This design comes from an exercise in tuning for small area, a short achievable clock period and few clock cycles per item on the open sky130 flow, not from production work.
Function was checked by simulation only, so behaviour that the tests miss may differ from the original.
No activity file was given, so power comes from the tool's default toggle rates.

<file path="config.mk">
export PLATFORM = sky130hd
export DESIGN_NAME = mips_alu_subsys
export DESIGN_NICKNAME = mips_alu_subsys
export VERILOG_FILES = /design/flow/design.v
export SDC_FILE = /design/flow/constraint.sdc
export NUM_CORES = 4
export LEC_CHECK = 0
export CAP_MARGIN = 40
export CORE_MARGIN = 2
export CORE_UTILIZATION = 35
export SLEW_MARGIN = 40
</file>
<file path="constraint.sdc">
create_clock -name core_clock -period 11.0 [get_ports {i_clk}]
set_input_delay 2.2000 -clock core_clock [delete_from_list [all_inputs] [get_ports {i_clk}]]
set_output_delay 2.2000 -clock core_clock [all_outputs]
set_load 0.01 [all_outputs]
</file>
<file path="design.v">
`default_nettype none
package mips_isa_pkg;
  localparam int REG_ADDR_W = 5;
  localparam int DATA_W     = 32;
  typedef enum logic [5:0] {
    OP_RTYPE = 6'h00,
    OP_J     = 6'h02,
    OP_BEQ   = 6'h04,
    OP_BNE   = 6'h05,
    OP_ADDI  = 6'h08,
    OP_ADDIU = 6'h09,
    OP_ANDI  = 6'h0c,
    OP_ORI   = 6'h0d,
    OP_XORI  = 6'h0e,
    OP_LUI   = 6'h0f,
    OP_COP0  = 6'h10,
    OP_LW    = 6'h23,
    OP_SW    = 6'h2b
  } opcode_e;
  typedef enum logic [5:0] {
    FN_SLL  = 6'b000000,
    FN_SRL  = 6'b000010,
    FN_SRA  = 6'b000011,
    FN_SLLV = 6'b000100,
    FN_SRLV = 6'b000110,
    FN_SRAV = 6'b000111,
    FN_JR   = 6'b001000,
    FN_ERET = 6'b011000,
    FN_ADD  = 6'b100000,
    FN_ADDU = 6'b100001,
    FN_SUB  = 6'b100010,
    FN_SUBU = 6'b100011,
    FN_AND  = 6'b100100,
    FN_OR   = 6'b100101,
    FN_XOR  = 6'b100110,
    FN_NOR  = 6'b100111,
    FN_SLT  = 6'b101010,
    FN_SLTU = 6'b101011
  } funct_e;
  localparam funct_e ERET_FUNCT = FN_ERET;  
  typedef enum logic [5:0] {
    AC_ZERO  = 6'b000000,
    AC_SRL   = 6'b000010,
    AC_SRA   = 6'b000011,
    AC_SLLV  = 6'b000100,
    AC_SRLV  = 6'b000110,
    AC_SRAV  = 6'b000111,
    AC_JR    = 6'b001000,
    AC_ADD   = 6'b100000,
    AC_ADDU  = 6'b100001,
    AC_SUB   = 6'b100010,
    AC_SUBU  = 6'b100011,
    AC_AND   = 6'b100100,
    AC_OR    = 6'b100101,
    AC_XOR   = 6'b100110,
    AC_NOR   = 6'b100111,
    AC_SLT   = 6'b101010,
    AC_SLTU  = 6'b101011,
    AC_LUI   = 6'b111100,
    AC_ROTR  = 6'b111110,
    AC_ROTRV = 6'b111111
  } alu_ctrl_e;
  typedef enum logic [1:0] {
    IMM_NONE = 2'd0,  
    IMM_SIGN = 2'd1,
    IMM_ZERO = 2'd2
  } imm_kind_e;
  typedef enum logic [1:0] {
    WR_NONE = 2'd0,
    WR_RD   = 2'd1,
    WR_RT   = 2'd2
  } wr_dest_e;
endpackage
`default_nettype wire
`default_nettype none
package wb_bus_pkg;
  localparam int WB_ADR_W      = 16;
  localparam int WB_DAT_W      = 32;
  localparam int FETCH_COUNT_W = 8;
  localparam int FIFO_DEPTH = 4;
  localparam int FIFO_PTR_W = 2;  
  typedef enum logic [1:0] {
    FS_IDLE = 2'd0,  
    FS_REQ  = 2'd1,  
    FS_DONE = 2'd2   
  } fetch_state_e;
endpackage
`default_nettype wire
`timescale 1ns/10ps
`default_nettype none
module instr_fetch (
  input  wire                                    i_clk,
  input  wire                                    i_rst_n,
  input  wire                                    i_start,
  input  wire  [wb_bus_pkg::FETCH_COUNT_W-1:0]   i_count,
  input  wire  [wb_bus_pkg::WB_DAT_W-1:0]        i_wb_dat,
  input  wire                                    i_wb_ack,
  input  wire                                    i_full,
  output logic                                   o_wb_cyc,
  output logic                                   o_wb_stb,
  output logic                                   o_wb_we,
  output logic [wb_bus_pkg::WB_ADR_W-1:0]        o_wb_adr,
  output logic                                   o_push,
  output logic [mips_isa_pkg::DATA_W-1:0]        o_push_data,
  output logic                                   o_busy
);
  wb_bus_pkg::fetch_state_e state;
  logic [wb_bus_pkg::FETCH_COUNT_W-1:0] words_left;
  logic bus_req;  
  assign o_wb_cyc = bus_req;
  assign o_wb_stb = bus_req;
  assign o_wb_we  = 1'b0;  
  always_ff @(posedge i_clk)
  begin
    if (!i_rst_n)
    begin
      state      <= wb_bus_pkg::FS_IDLE;
      bus_req    <= 1'b0;
      o_busy     <= 1'b0;
      o_push     <= 1'b0;
      o_wb_adr   <= '0;
      words_left <= '0;
    end
    else
    begin
      o_push <= 1'b0;
      case (state)
        wb_bus_pkg::FS_IDLE:
        begin
          if (!o_busy && i_start && i_count != '0)
          begin
            o_busy     <= 1'b1;
            words_left <= i_count;
            o_wb_adr   <= '0;
          end
          else if (o_busy && !i_full)
          begin
            bus_req <= 1'b1;
            state   <= wb_bus_pkg::FS_REQ;
          end
        end
        wb_bus_pkg::FS_REQ:
        begin
          if (i_wb_ack)  
          begin
            bus_req    <= 1'b0;
            o_push     <= 1'b1;
            words_left <= words_left - 1'b1;
            o_wb_adr   <= o_wb_adr + 'd4;
            state      <= wb_bus_pkg::FS_DONE;
          end
        end
        default:
        begin
          if (words_left == '0)
            o_busy <= 1'b0;  
          state <= wb_bus_pkg::FS_IDLE;
        end
      endcase
    end
  end
  always_ff @(posedge i_clk)
  begin
    if (state == wb_bus_pkg::FS_REQ && i_wb_ack)
      o_push_data <= i_wb_dat;
  end
endmodule
`default_nettype wire
`timescale 1ns/10ps
`default_nettype none
module instr_fifo (
  input  wire                                 i_clk,
  input  wire                                 i_rst_n,
  input  wire                                 i_push,
  input  wire  [mips_isa_pkg::DATA_W-1:0]     i_push_data,
  input  wire                                 i_pop,
  output logic [mips_isa_pkg::DATA_W-1:0]     o_head,
  output logic                                o_empty,
  output logic                                o_full
);
  logic [mips_isa_pkg::DATA_W-1:0] mem [wb_bus_pkg::FIFO_DEPTH];
  logic [wb_bus_pkg::FIFO_PTR_W-1:0] wr_ptr;
  logic [wb_bus_pkg::FIFO_PTR_W-1:0] rd_ptr;
  logic [wb_bus_pkg::FIFO_PTR_W:0]   used;
  logic wr_en;
  logic rd_en;
  assign wr_en = i_push && !o_full;
  assign rd_en = i_pop && !o_empty;
  assign o_head  = mem[rd_ptr];
  assign o_empty = (used == '0);
  assign o_full  = (used == (wb_bus_pkg::FIFO_PTR_W + 1)'(wb_bus_pkg::FIFO_DEPTH));
  always_ff @(posedge i_clk)
  begin
    if (!i_rst_n)
    begin
      wr_ptr <= '0;
      rd_ptr <= '0;
      used   <= '0;
    end
    else
    begin
      if (wr_en)
        wr_ptr <= wr_ptr + 1'b1;  
      if (rd_en)
        rd_ptr <= rd_ptr + 1'b1;
      if (wr_en && !rd_en)
        used <= used + 1'b1;
      else if (rd_en && !wr_en)
        used <= used - 1'b1;
    end
  end
  always_ff @(posedge i_clk)
  begin
    if (wr_en)
      mem[wr_ptr] <= i_push_data;
  end
endmodule
`default_nettype wire
`timescale 1ns/10ps
`default_nettype none
module alu_control (
  input  wire  mips_isa_pkg::opcode_e              i_op,
  input  wire  mips_isa_pkg::funct_e               i_func,
  input  wire  [mips_isa_pkg::REG_ADDR_W-1:0]      i_r_field,
  output mips_isa_pkg::alu_ctrl_e                  o_alu_ctrl,
  output logic                                     o_src_shamt,
  output mips_isa_pkg::imm_kind_e                  o_imm_kind,
  output mips_isa_pkg::wr_dest_e                   o_wr_dest,
  output logic                                     o_jr,
  output logic                                     o_nop,
  output logic                                     o_unknown_func,
  output logic                                     o_eret
);
  always_comb
  begin
    o_alu_ctrl     = mips_isa_pkg::AC_ZERO;
    o_src_shamt    = 1'b0;
    o_imm_kind     = mips_isa_pkg::IMM_NONE;
    o_wr_dest      = mips_isa_pkg::WR_NONE;
    o_jr           = 1'b0;
    o_nop          = 1'b0;
    o_unknown_func = 1'b0;
    o_eret         = 1'b0;
    case (i_op)
      mips_isa_pkg::OP_ADDI, mips_isa_pkg::OP_ADDIU:
      begin
        o_alu_ctrl = mips_isa_pkg::AC_ADD;
        o_imm_kind = mips_isa_pkg::IMM_SIGN;
        o_wr_dest  = mips_isa_pkg::WR_RT;
      end
      mips_isa_pkg::OP_LW, mips_isa_pkg::OP_SW:
      begin
        o_alu_ctrl = mips_isa_pkg::AC_ADD;  
        o_imm_kind = mips_isa_pkg::IMM_SIGN;
      end
      mips_isa_pkg::OP_BEQ, mips_isa_pkg::OP_BNE:
        o_alu_ctrl = mips_isa_pkg::AC_SUB;
      mips_isa_pkg::OP_LUI, mips_isa_pkg::OP_ORI, mips_isa_pkg::OP_XORI,
      mips_isa_pkg::OP_ANDI:
      begin
        o_imm_kind = mips_isa_pkg::IMM_ZERO;
        o_wr_dest  = mips_isa_pkg::WR_RT;
        case (i_op)
          mips_isa_pkg::OP_LUI:  o_alu_ctrl = mips_isa_pkg::AC_LUI;
          mips_isa_pkg::OP_ORI:  o_alu_ctrl = mips_isa_pkg::AC_OR;
          mips_isa_pkg::OP_XORI: o_alu_ctrl = mips_isa_pkg::AC_XOR;
          default:               o_alu_ctrl = mips_isa_pkg::AC_AND;
        endcase
      end
      mips_isa_pkg::OP_RTYPE:
      begin
        o_wr_dest = mips_isa_pkg::WR_RD;
        case (i_func)
          mips_isa_pkg::FN_ADD, mips_isa_pkg::FN_ADDU, mips_isa_pkg::FN_AND,
          mips_isa_pkg::FN_OR, mips_isa_pkg::FN_SUB, mips_isa_pkg::FN_SLT,
          mips_isa_pkg::FN_SLTU, mips_isa_pkg::FN_NOR, mips_isa_pkg::FN_SUBU,
          mips_isa_pkg::FN_XOR, mips_isa_pkg::FN_SLLV, mips_isa_pkg::FN_SRAV:
            o_alu_ctrl = mips_isa_pkg::alu_ctrl_e'(i_func);
          mips_isa_pkg::FN_SRLV:
            o_alu_ctrl = i_r_field[0] ? mips_isa_pkg::AC_ROTRV : mips_isa_pkg::AC_SRLV;
          mips_isa_pkg::FN_SLL:
          begin
            if (i_r_field == '0)
            begin
              o_nop     = 1'b1;
              o_wr_dest = mips_isa_pkg::WR_NONE;
            end
            else
              o_src_shamt = 1'b1;
          end
          mips_isa_pkg::FN_SRA:
          begin
            o_alu_ctrl  = mips_isa_pkg::AC_SRA;
            o_src_shamt = 1'b1;
          end
          mips_isa_pkg::FN_SRL:
          begin
            o_alu_ctrl  = i_r_field[0] ? mips_isa_pkg::AC_ROTR : mips_isa_pkg::AC_SRL;
            o_src_shamt = 1'b1;
          end
          mips_isa_pkg::FN_JR:
          begin
            o_jr       = 1'b1;
            o_alu_ctrl = mips_isa_pkg::AC_JR;
            o_wr_dest  = mips_isa_pkg::WR_NONE;
          end
          default:
          begin
            o_unknown_func = 1'b1;
            o_wr_dest      = mips_isa_pkg::WR_NONE;
          end
        endcase
      end
      mips_isa_pkg::OP_COP0:
      begin
        if (i_r_field[4])  
        begin
          if (i_func == mips_isa_pkg::ERET_FUNCT)
            o_eret = 1'b1;
          else
            o_unknown_func = 1'b1;
        end
      end
      default:
        o_alu_ctrl = mips_isa_pkg::AC_ZERO;
    endcase
  end
endmodule
`default_nettype wire
`timescale 1ns/10ps
`default_nettype none
module alu_exec (
  input  wire                                  i_clk,
  input  wire                                  i_rst_n,
  input  wire  [mips_isa_pkg::DATA_W-1:0]      i_head,
  input  wire                                  i_empty,
  input  wire                                  i_res_ready,
  output logic                                 o_pop,
  output logic                                 o_res_valid,
  output logic [mips_isa_pkg::DATA_W-1:0]      o_res_data,
  output mips_isa_pkg::alu_ctrl_e              o_res_ctrl,
  output logic                                 o_res_jr,
  output logic                                 o_res_nop,
  output logic                                 o_res_unknown,
  output logic                                 o_res_eret
);
  logic [mips_isa_pkg::DATA_W-1:0] regs [2**mips_isa_pkg::REG_ADDR_W];
  mips_isa_pkg::opcode_e   op;
  mips_isa_pkg::funct_e    funct;
  mips_isa_pkg::alu_ctrl_e alu_ctrl;
  mips_isa_pkg::imm_kind_e imm_kind;
  mips_isa_pkg::wr_dest_e  wr_dest;
  logic [mips_isa_pkg::REG_ADDR_W-1:0] rs, rt, rd, shamt, r_field, wr_addr, sh;
  logic [15:0] imm;
  logic [mips_isa_pkg::DATA_W-1:0]   rs_val, rt_val, op1, op2, alu_out;
  logic [2*mips_isa_pkg::DATA_W-1:0] rot_word;
  logic src_shamt, jr, nop, unknown, eret, wr_en;
  assign op    = mips_isa_pkg::opcode_e'(i_head[31:26]);
  assign funct = mips_isa_pkg::funct_e'(i_head[5:0]);
  assign rs    = i_head[25:21];
  assign rt    = i_head[20:16];
  assign rd    = i_head[15:11];
  assign shamt = i_head[10:6];
  assign imm   = i_head[15:0];
  assign r_field = (op != mips_isa_pkg::OP_RTYPE)    ? rs :
                   (funct == mips_isa_pkg::FN_SRLV) ? shamt :
                   (funct == mips_isa_pkg::FN_SLL)  ? rd : rs;
  alu_control alu_control_inst (
    .i_op           (op),
    .i_func         (funct),
    .i_r_field      (r_field),
    .o_alu_ctrl     (alu_ctrl),
    .o_src_shamt    (src_shamt),
    .o_imm_kind     (imm_kind),
    .o_wr_dest      (wr_dest),
    .o_jr           (jr),
    .o_nop          (nop),
    .o_unknown_func (unknown),
    .o_eret         (eret)
  );
  assign rs_val = regs[rs];  
  assign rt_val = regs[rt];
  assign op1 = src_shamt ? {{(mips_isa_pkg::DATA_W-5){1'b0}}, shamt} : rs_val;
  assign op2 = (imm_kind == mips_isa_pkg::IMM_SIGN) ? {{16{imm[15]}}, imm} :
               (imm_kind == mips_isa_pkg::IMM_ZERO) ? {16'b0, imm} : rt_val;
  assign sh       = op1[mips_isa_pkg::REG_ADDR_W-1:0];
  assign rot_word = {rt_val, rt_val} >> sh;
  always_comb
  begin
    case (alu_ctrl)
      mips_isa_pkg::AC_ADD, mips_isa_pkg::AC_ADDU: alu_out = op1 + op2;
      mips_isa_pkg::AC_SUB, mips_isa_pkg::AC_SUBU: alu_out = op1 - op2;
      mips_isa_pkg::AC_AND:  alu_out = op1 & op2;
      mips_isa_pkg::AC_OR:   alu_out = op1 | op2;
      mips_isa_pkg::AC_XOR:  alu_out = op1 ^ op2;
      mips_isa_pkg::AC_NOR:  alu_out = ~(op1 | op2);
      mips_isa_pkg::AC_SLT:  alu_out = {31'b0, $signed(op1) < $signed(op2)};
      mips_isa_pkg::AC_SLTU: alu_out = {31'b0, op1 < op2};
      mips_isa_pkg::AC_ZERO: alu_out = src_shamt ? rt_val << sh : '0;  
      mips_isa_pkg::AC_SLLV: alu_out = rt_val << sh;
      mips_isa_pkg::AC_SRL, mips_isa_pkg::AC_SRLV: alu_out = rt_val >> sh;
      mips_isa_pkg::AC_SRA, mips_isa_pkg::AC_SRAV: alu_out = $signed(rt_val) >>> sh;
      mips_isa_pkg::AC_ROTR, mips_isa_pkg::AC_ROTRV:
        alu_out = rot_word[mips_isa_pkg::DATA_W-1:0];
      mips_isa_pkg::AC_LUI:  alu_out = {op2[15:0], 16'b0};
      default:               alu_out = '0;  
    endcase
  end
  assign o_pop   = !i_empty && (!o_res_valid || i_res_ready);
  assign wr_addr = (wr_dest == mips_isa_pkg::WR_RD) ? rd : rt;
  assign wr_en   = o_pop && wr_dest != mips_isa_pkg::WR_NONE && wr_addr != '0;
  always_ff @(posedge i_clk)
  begin
    if (!i_rst_n)
    begin
      for (int i = 0; i < 2**mips_isa_pkg::REG_ADDR_W; i++)
        regs[i] <= '0;
    end
    else if (wr_en)
      regs[wr_addr] <= alu_out;
  end
  always_ff @(posedge i_clk)
  begin
    if (!i_rst_n)
    begin
      o_res_valid   <= 1'b0;
      o_res_jr      <= 1'b0;
      o_res_nop     <= 1'b0;
      o_res_unknown <= 1'b0;
      o_res_eret    <= 1'b0;
    end
    else if (o_pop)
    begin
      o_res_valid   <= 1'b1;
      o_res_jr      <= jr;
      o_res_nop     <= nop;
      o_res_unknown <= unknown;
      o_res_eret    <= eret;
    end
    else if (i_res_ready)
      o_res_valid <= 1'b0;
  end
  always_ff @(posedge i_clk)
  begin
    if (o_pop)
    begin
      o_res_data <= alu_out;
      o_res_ctrl <= alu_ctrl;
    end
  end
endmodule
`default_nettype wire
`timescale 1ns/10ps
`default_nettype none
module mips_alu_subsys (
  input  wire                                    i_clk,
  input  wire                                    i_rst_n,
  input  wire                                    i_start,
  input  wire  [wb_bus_pkg::FETCH_COUNT_W-1:0]   i_count,
  input  wire  [wb_bus_pkg::WB_DAT_W-1:0]        i_wb_dat,
  input  wire                                    i_wb_ack,
  input  wire                                    i_res_ready,
  output logic                                   o_wb_cyc,
  output logic                                   o_wb_stb,
  output logic                                   o_wb_we,
  output logic [wb_bus_pkg::WB_ADR_W-1:0]        o_wb_adr,
  output logic                                   o_busy,
  output logic                                   o_res_valid,
  output logic [mips_isa_pkg::DATA_W-1:0]        o_res_data,
  output logic [5:0]                             o_res_ctrl,
  output logic                                   o_res_jr,
  output logic                                   o_res_nop,
  output logic                                   o_res_unknown,
  output logic                                   o_res_eret
);
  logic push, pop, full, empty;
  logic [mips_isa_pkg::DATA_W-1:0] push_data;
  logic [mips_isa_pkg::DATA_W-1:0] head;
  instr_fetch instr_fetch_inst (
    .i_clk       (i_clk),
    .i_rst_n     (i_rst_n),
    .i_start     (i_start),
    .i_count     (i_count),
    .i_wb_dat    (i_wb_dat),
    .i_wb_ack    (i_wb_ack),
    .i_full      (full),
    .o_wb_cyc    (o_wb_cyc),
    .o_wb_stb    (o_wb_stb),
    .o_wb_we     (o_wb_we),
    .o_wb_adr    (o_wb_adr),
    .o_push      (push),
    .o_push_data (push_data),
    .o_busy      (o_busy)
  );
  instr_fifo instr_fifo_inst (
    .i_clk       (i_clk),
    .i_rst_n     (i_rst_n),
    .i_push      (push),
    .i_push_data (push_data),
    .i_pop       (pop),
    .o_head      (head),
    .o_empty     (empty),
    .o_full      (full)
  );
  alu_exec alu_exec_inst (
    .i_clk         (i_clk),
    .i_rst_n       (i_rst_n),
    .i_head        (head),
    .i_empty       (empty),
    .i_res_ready   (i_res_ready),
    .o_pop         (pop),
    .o_res_valid   (o_res_valid),
    .o_res_data    (o_res_data),
    .o_res_ctrl    (o_res_ctrl),
    .o_res_jr      (o_res_jr),
    .o_res_nop     (o_res_nop),
    .o_res_unknown (o_res_unknown),
    .o_res_eret    (o_res_eret)
  );
endmodule
`default_nettype wire
</file>
<file path="run.sh">
#!/bin/bash
# synth_recipe.tcl (not shown) runs the flow's synth.tcl, then flattens the netlist and writes it again
# the make line also repeats each setting of config.mk as NAME=value (left out here)
make -C /OpenROAD-flow-scripts/flow DESIGN_CONFIG=/design/flow/config.mk WORK_HOME=/design/flow/orfs CLKGATE_MAP_FILE= SYNTH_SCRIPT=/design/flow/synth_recipe.tcl finish
</file>
==> results.toml <==
[outcome]
status = "finished clean"

[routing]
drc = 0
vias = 66780
dr.pass1.iters = 8
routed_wl_um = 346900
wl_per_cell_um = 34.42
avgViaCountPerCell = 6.628
ant_nets = 0
drtIter0Drc = 10870

[cells_and_area]
utilization_pct = 39.81
drive_gt1_share_pct = 13.15
nets = 7302
area_growth_pct = 12.86
fin_area_mm2 = 0.08461

[global_routing]
grt-ovfl-total = 0
antenna_found_initial = 10
track_usage_pct = 30.98
grt_pass1_wl_um = 483000
grt_max_degree = 187
grt_pass1_vias = 62950

[synthesis]
yosysTopAreaCellShare_pct = 48.95
synth_cell_types = 103
ys_seq_elements = 1263
syn_area_mm2 = 0.07497
synth_cells = 7289
syn_area_per_cell_um2 = 10.28
synth_edf_count = 1222
async_flop_share_pct = 0
yosysTopAreaCell = "edfxtp_1"
yosysWarnings = 4
synth_most_common_cell = "edfxtp_1"
synth_area_leaders = "edfxtp_1, mux4_2, nand2_1"
ys.flop_type = "edfxtp_1"
seq_area_frac_synth_pct = 50.04
synthTopCellsByCount = "edfxtp_1, nand2_1, a21oi_1"

[clock_network]
cts_buffer_depth = 3
clk_pin_slew_ns = 0.06
hold_buffers = 0
htreeDepth = 4
insertion_delay_ns = 0.84
clock_sinks = 1263
cts_resized = 0
cts_root_buf = "clkbuf_16"
cts_tree = "built"
cts_buffers = 142
postCtsSetupBuffers = 0

[worst_hold_path]
holdCritStartpoint = "alu_exec_inst.o_res_jr"
hp-class = "flop to flop"

[sta]
fin_crit_ns = 9.405
timing.final.crit_share_pct = 85.50
finalClockSkew_ns = 0.04697
setup_viol_count_final = 0
maxSlewViolCount = 0
setup_slack_ns = 1.595
final.setup.tns_ns = 0
rsz0062_at_grt = "no"
slew_headroom_pct = 35.17
max_freq_mhz = 106.3
hold_viol_final = 0
worst_pin_slew_ns = 0.9724

[floorplan]
coreArea_mm2 = 0.2125
floorplan.initialDensity_pct = 35.28
rows = 169
die_area_mm2 = 0.2179
die_h_um = 466.8
io_pins = 108
die_x_um = 466.8

[placement]
portBuffers = 104
dp_slack_ns = 1.920
dp_hpwl_um = 220700
post_dp_cell_area_mm2 = 0.07989
gp_congestion = 1.034

[setup_path]
cp_data_required_time_ns = 11.53
crit_path_end_kind = "flop"
cp-start-kind = "flop"
cp.arrival_ns = 9.94
worstSetupPathType = "flop to flop"
crit_fanout = 73

[pwr]
power_leakage_nw = 28.73
p_per_area_mw_per_mm2 = 341.5
vdd_ir_drop_max_uv = 270.4

[run]
maxCapViolations = 0
## critical path: stages (launching register included)
cell       delay, ns
dfxtp_2         0.80
buf_4           0.46
mux2i_1         0.27
mux2_8          0.63
buf_4           0.80
nand2_1         0.13
a31oi_1         0.24
o22ai_1         0.16
nor4_2          0.78
buf_4           0.30
mux2i_1         0.23
inv_1           0.18
ha_1            0.37
a21o_1          0.21
a21o_1          0.19
a21oi_1         0.16
nor2b_1         0.06
or4_1           0.56
a31o_2          0.32
a31o_2          0.27
o21ai_0         0.33
nor2b_1         0.21
xnor2_1         0.24
o211ai_1        0.18
a2111oi_4       0.30
buf_4           0.42
a21oi_1         0.14
## kinds of logic (layout without fill, tap and decap cells)
group                      Yosys count  in the layout  synth area share, %
and+or+nand+nor                   2378           2378                14.36
AOI/OAI and AO/OA                 2165           2165                18.33
DFF                               1263           1263                50.04
buffers and inverters              857            782                4.843
muxes                              476            476                10.05
adders and majority gates          119            119                2.016
xor gates and xnor gates            30             30               0.3505
other                                1             42             0.005002
## path summary, 6_finish.rpt
kind	to	slack, ns	depth (start not counted)
setup reg to reg	alu_exec_inst.regs[25][27]	1.59	26
hold reg to reg	alu_exec_inst.o_res_jr	0.47	2
hold / removal	alu_exec_inst.o_res_jr	0.47	2
setup / recovery	alu_exec_inst.regs[25][27]	1.59	26
## state kept, by name, summed over array words and instances (netlist names), 2 cells and up, named ones only
signal,count
alu_exec_inst.regs,1024
instr_fifo_inst.mem,128
alu_exec_inst.o_res_data,32
instr_fetch_inst.o_push_data,32
instr_fetch_inst.o_wb_adr,14
instr_fetch_inst.words_left,8
alu_exec_inst.o_res_ctrl,6
instr_fifo_inst.used,3
instr_fetch_inst.state,2
instr_fifo_inst.rd_ptr,2
instr_fifo_inst.wr_ptr,2
## stage by stage
| step | power (mW) | std cells | hold slack (ns) |
|---|---|---|---|
| after floorplan | 16.28 | 7323 | 0.4542 |
| after global placement | 23.25 | 9801 | 0.4515 |
| after detailed placement | 23.35 | 9812 | 0.4563 |
| after CTS | 28.19 | 10070 | 0.4660 |
| after global routing | 29.78 | 10070 | 0.4703 |
| final | 28.90 | 10080 | 0.4653 |
## placed cells by master (no fill, tap or decap), types with 20 or more instances in the layout
cell / Yosys / routed
clkdlybuf4s50_1: 0 / 103
clkbuf_16: 0 / 147
o21bai_1: 23 / 22
nor2_1: 545 / 538
clkbuf_1: 427 / 33
conb_1: 1 / 35
and3_1: 75 / 72
mux4_2: 218 / 213
nor4_1: 50 / 36
inv_1: 122 / 120
o32ai_1: 27 / 24
a211oi_1: 328 / 319
clkinv_1: 1 / 21
o2111ai_1: 24 / 21
nand2_2: 0 / 64
nor2b_1: 238 / 238
o31ai_1: 26 / 24
a31oi_1: 413 / 411
clkinv_2: 0 / 23
nor3_1: 221 / 214
dfxtp_1: 41 / 39
o21ai_0: 150 / 143
buf_4: 40 / 274
a21o_1: 23 / 23
o21a_1: 39 / 38
mux2i_1: 227 / 225
o211ai_1: 43 / 43
o22ai_1: 162 / 160
o21ai_1: 19 / 20
a21oi_1: 689 / 677
edfxtp_1: 1222 / 1222
nand2_1: 1006 / 940
mux2_2: 30 / 25
ha_1: 116 / 116
a22oi_1: 29 / 28
nand3_1: 104 / 103
nand4_1: 23 / 23
## layout make-up
type | instances | area [um^2]
antenna | 7 | 17.52
clock buffer | 183 | 3844
clock inverter | 71 | 765.7
fill | 20390 | 127900
inverter | 128 | 485.5
multi-input combinational | 5203 | 34960
sequential | 1263 | 37520
tap | 2821 | 3530
timing repair buffer | 400 | 3493
## where the power goes
group	switching (mW)	internal [mW]	leakage, nW
Sequential	0.153	5.60	12.7
Combinational	13.3	5.04	13.8
Clock	2.08	2.76	2.25
Total	15.5	13.4	28.7
## routing by layer
metal	GRT usage, %	vias up	part of all wire, %
met4	20.52	6	7.8
met5	0	-	0.010
met1	40.43	33040	37
li1	-	27350	-
met3	8.372	1193	13
met2	44.95	5196	42
Testbench counts, summed over its fixed seeds: cycles 24,957, items 7,607.

-- separate check: timing with driven ports --
No port has a modelled driver above. Below, the same layout with a new extraction and two added sets of constraints.
Step 1 (the two cells are an assumption about what drives the block):
set clk [get_ports {i_clk}]
set_driving_cell -lib_cell sky130_fd_sc_hd__clkbuf_16 $clk
set_driving_cell -lib_cell sky130_fd_sc_hd__buf_2 [delete_from_list [all_inputs] $clk]
Step 2 adds t to the input delays and takes it off the output delays; t is the mean of the earliest and latest rising clock arrival at the registers after step 1. Input paths then give back, and output paths get back, about the clock's delay inside the block.
Three values: no drivers, after step 1, after step 2; two values: the first two.
t, ns: 0.895
setup slack, ns: 1.595 / 1.595 / 1.595
worst setup path after step 2: register to register
slew at the worst register clock pin (ns): 0.07 / 0.07
worst data-port slew with drivers (ns): 0.07
After both steps this run still meets setup and hold. For this run, drivers alone change the setup slack by 0.000 ns; drivers and shift together by 0.000 ns.
